Source: an optimization exercise on an open RTL-to-GDS flow (aim: small area, a short achievable clock period and few clock cycles per item). Production flows keep margins and buffers that such runs may drop.
At most, simulation tests tie the RTL to the original design; equivalence was not proved.

// matmul_engine
module matmul_engine (
  input  logic                clk,
  input  logic                rst,
  input  logic                start,
  output logic                start_ready,
  input  logic [4:0]          k_len,
  input  logic                in_valid,
  output logic                in_ready,
  input  logic [3:0][7:0]     in_a,
  input  logic [3:0][7:0]     in_b,
  output logic                out_valid,
  input  logic                out_ready,
  output logic [3:0][15:0]    out_row,
  output logic [1:0]          out_ridx,
  output logic                busy,
  output logic                done
);
  localparam int N = sysarray_pkg::N;
  logic       fv, fv_n;        
  logic [4:0] rem, rem_n;      
  logic       fst, fst_n;      
  logic       zj, zj_n;        
  logic       qv, qv_n;
  logic [4:0] qk, qk_n;
  logic       r_first, r_last;
  logic       p_last;
  logic       acc_full, acc_full_n;
  logic       ob_valid, ob_valid_n;
  logic [1:0] ob_row, ob_row_n;
  logic [2:0] njobs, njobs_n;  
  logic       in_ready_r, start_ready_r, busy_r, done_r;
  ...
Settings: LEC_CHECK=0, CAP_MARGIN=20, CORE_MARGIN=2, CORE_UTILIZATION=55, SETUP_SLACK_MARGIN=5, SLEW_MARGIN=20; clock period 8.0 ns.
run.sh (not shown) runs the stock make flow with config.mk's settings and CLKGATE_MAP_FILE= SYNTH_SCRIPT=/design/flow/synth_recipe.tcl, a recipe that flattens the netlist after the stock synthesis.
The starting point ran to the end with no violations.
Testbench counts at the start, summed over its fixed seeds: cycles 7,224, jobs 768.
Rerun with:
Settings changed: CORE_UTILIZATION 55 to 70, CTS_CLUSTER_DIAMETER set to 100, CTS_CLUSTER_SIZE set to 25.
Count of clock-buffer cells in the layout shrinks by 82.
Clock skew went up by 0.0042 ns.
Via count rises by 0.37%.
Synthesized area does not change.
Utilization went up by 13 points.
Rerun with:
Settings changed: CORE_UTILIZATION 70 to 80.
Result: The changed run completed with no timing, DRC or antenna violations. Hold slack improved by 0.039 ns. Sequential cell count does not change. Non-clock buffer count falls by 4. Clock skew stays flat. Routed wire length rises by roughly a tenth. Cell area stays flat. Cell count falls by a few percent. First-iteration DRC count rises by well over a third. Synthesized area does not change.
Rerun with:
Settings changed: CORE_UTILIZATION 80 to 55, CTS_CLUSTER_SIZE 25 to 30.
Outcome: The changed run finished with timing, DRC and antenna clean. Worst setup slack degrades by 0.039 ns. Final area increases by 0.83%. Fmax goes down by 1.3%. Clock-buffer cell count goes down by 22. Non-clock buffer count is higher by 5. Register-to-register slack improves by 0.03 ns. Routed wire length is lower by 2.8%.
Rerun with:
Settings changed: CORE_UTILIZATION 55 to 70, CTS_CLUSTER_SIZE 30 to 25, SETUP_SLACK_MARGIN 5 to 4.85.
The changed run finished clean. Non-clock buffer count shrinks by 29. Clock skew shrinks by 0.017 ns.
Rerun with:
Settings changed: PLACE_DENSITY set to 0.65, SETUP_SLACK_MARGIN 4.85 to 5.
=>
- The changed run ran to the end with no violations
- final cell count grows by 0.50%
- global-route usage barely changes
- non-clock buffer count rises by 28
- cell area is higher by 0.59%
- synthesized area is unchanged

---

matmul_engine, a different RTL version from the one above (not shown whole).
Size: roughly 5500 cells after synthesis, about 1100 flip-flops, about 150 I/O pins.
Settings: LEC_CHECK=0, CAP_MARGIN=20, CORE_MARGIN=2, CORE_UTILIZATION=70, CTS_CLUSTER_DIAMETER=100, CTS_CLUSTER_SIZE=25, PLACE_DENSITY=0.8, SETUP_SLACK_MARGIN=5, SLEW_MARGIN=20; clock period 8.0 ns.
The baseline finished clean.
Next try:
--- a/flow/config.mk
+++ b/flow/config.mk
@@ -8,8 +8,7 @@
 export CAP_MARGIN = 20
 export CORE_MARGIN = 2
-export CORE_UTILIZATION = 70
+export CORE_UTILIZATION = 65
 export CTS_CLUSTER_DIAMETER = 100
 export CTS_CLUSTER_SIZE = 25
-export PLACE_DENSITY = 0.8
 export SETUP_SLACK_MARGIN = 5
 export SLEW_MARGIN = 20
After rerunning: The new run finished with timing, DRC and antenna clean; synthesized cell count is unchanged; maximum frequency came out higher by 2.6%; setup slack improved by 0.076 ns; first-iteration DRC count came out lower by 0.76%; hold slack improved by 0.017 ns.
Next try:
--- a/flow/config.mk
+++ b/flow/config.mk
@@ -8,7 +8,7 @@
 export CAP_MARGIN = 20
 export CORE_MARGIN = 2
-export CORE_UTILIZATION = 65
-export CTS_CLUSTER_DIAMETER = 100
-export CTS_CLUSTER_SIZE = 25
+export CORE_UTILIZATION = 70
+export CTS_CLUSTER_DIAMETER = 80
+export CTS_CLUSTER_SIZE = 20
 export SETUP_SLACK_MARGIN = 5
 export SLEW_MARGIN = 20
Worst setup slack is better by 0.034 ns; hold slack is worse by 0.028 ns; clock skew stays flat; fmax is higher by 1.1%; synthesized area does not change; final cell count is lower by 0.37%.
Next try:
--- a/flow/config.mk
+++ b/flow/config.mk
@@ -9,6 +9,6 @@
 export CORE_MARGIN = 2
 export CORE_UTILIZATION = 70
-export CTS_CLUSTER_DIAMETER = 80
-export CTS_CLUSTER_SIZE = 20
+export CTS_CLUSTER_DIAMETER = 100
+export CTS_CLUSTER_SIZE = 25
 export SETUP_SLACK_MARGIN = 5
 export SLEW_MARGIN = 20
After rerunning:
- The new run completed with no timing, DRC or antenna violations
- clock-buffer cell count is lower by 21
- non-clock buffer count is lower by 2
- wire length stays flat
- via count is about the same
- maximum frequency shrinks by about 1.6%
Function was not checked in any run of this note: the RTL went through the layout flow alone.

afterwards: timing with drivers on the ports:
The results above use ideal ports. As a check the final layouts listed here were re-extracted and re-timed, cells and wires unchanged.
Step 1: set_driving_cell puts a clkbuf_16 on clk and a buf_2 on each other input, an assumption about the parent block.
Step 2 moves the port delays by t, midway between the first and last clock arrival at a register: inputs arrive t later, outputs are due t later. That takes back most of the time a late clock gives input paths.
Slacks: ideal ports / drivers / drivers and shift; pairs: ideal ports / drivers.
run	shift t [ns]	setup WS [ns]	hold WS [ns]	latest minus earliest clock arrival (ns)	pins driven straight from the clock port
the first run of note 1	0.777	4.957 / 4.880 / 4.393	0.454 / 0.454 / 0.454	0.022 / 0.022	1
the second run of note 1	0.708	5.022 / 4.949 / 4.396	0.430 / 0.430 / 0.430	0.022 / 0.022	1
the third run of note 1	0.716	5.002 / 4.931 / 4.400	0.469 / 0.469 / 0.469	0.032 / 0.032	1
the fourth run of note 1	0.750	4.964 / 4.886 / 4.415	0.462 / 0.462 / 0.462	0.043 / 0.044	1
the fifth run of note 1	0.701	4.897 / 4.827 / 4.322	0.443 / 0.443 / 0.443	0.023 / 0.022	1
the sixth run of note 1	0.708	5.022 / 4.949 / 4.396	0.430 / 0.430 / 0.430	0.022 / 0.022	1
the first run of note 2	0.706	4.926 / 4.926 / 4.476	0.451 / 0.451 / 0.451	0.023 / 0.023	1
the second run of note 2	0.726	5.003 / 4.955 / 4.399	0.468 / 0.468 / 0.468	0.020 / 0.020	1
the third run of note 2	0.730	5.036 / 4.989 / 4.485	0.440 / 0.440 / 0.440	0.021 / 0.021	1
the fourth run of note 2	0.704	4.988 / 4.970 / 4.477	0.444 / 0.444 / 0.444	0.031 / 0.031	1
After both steps every run listed still meets setup and hold.
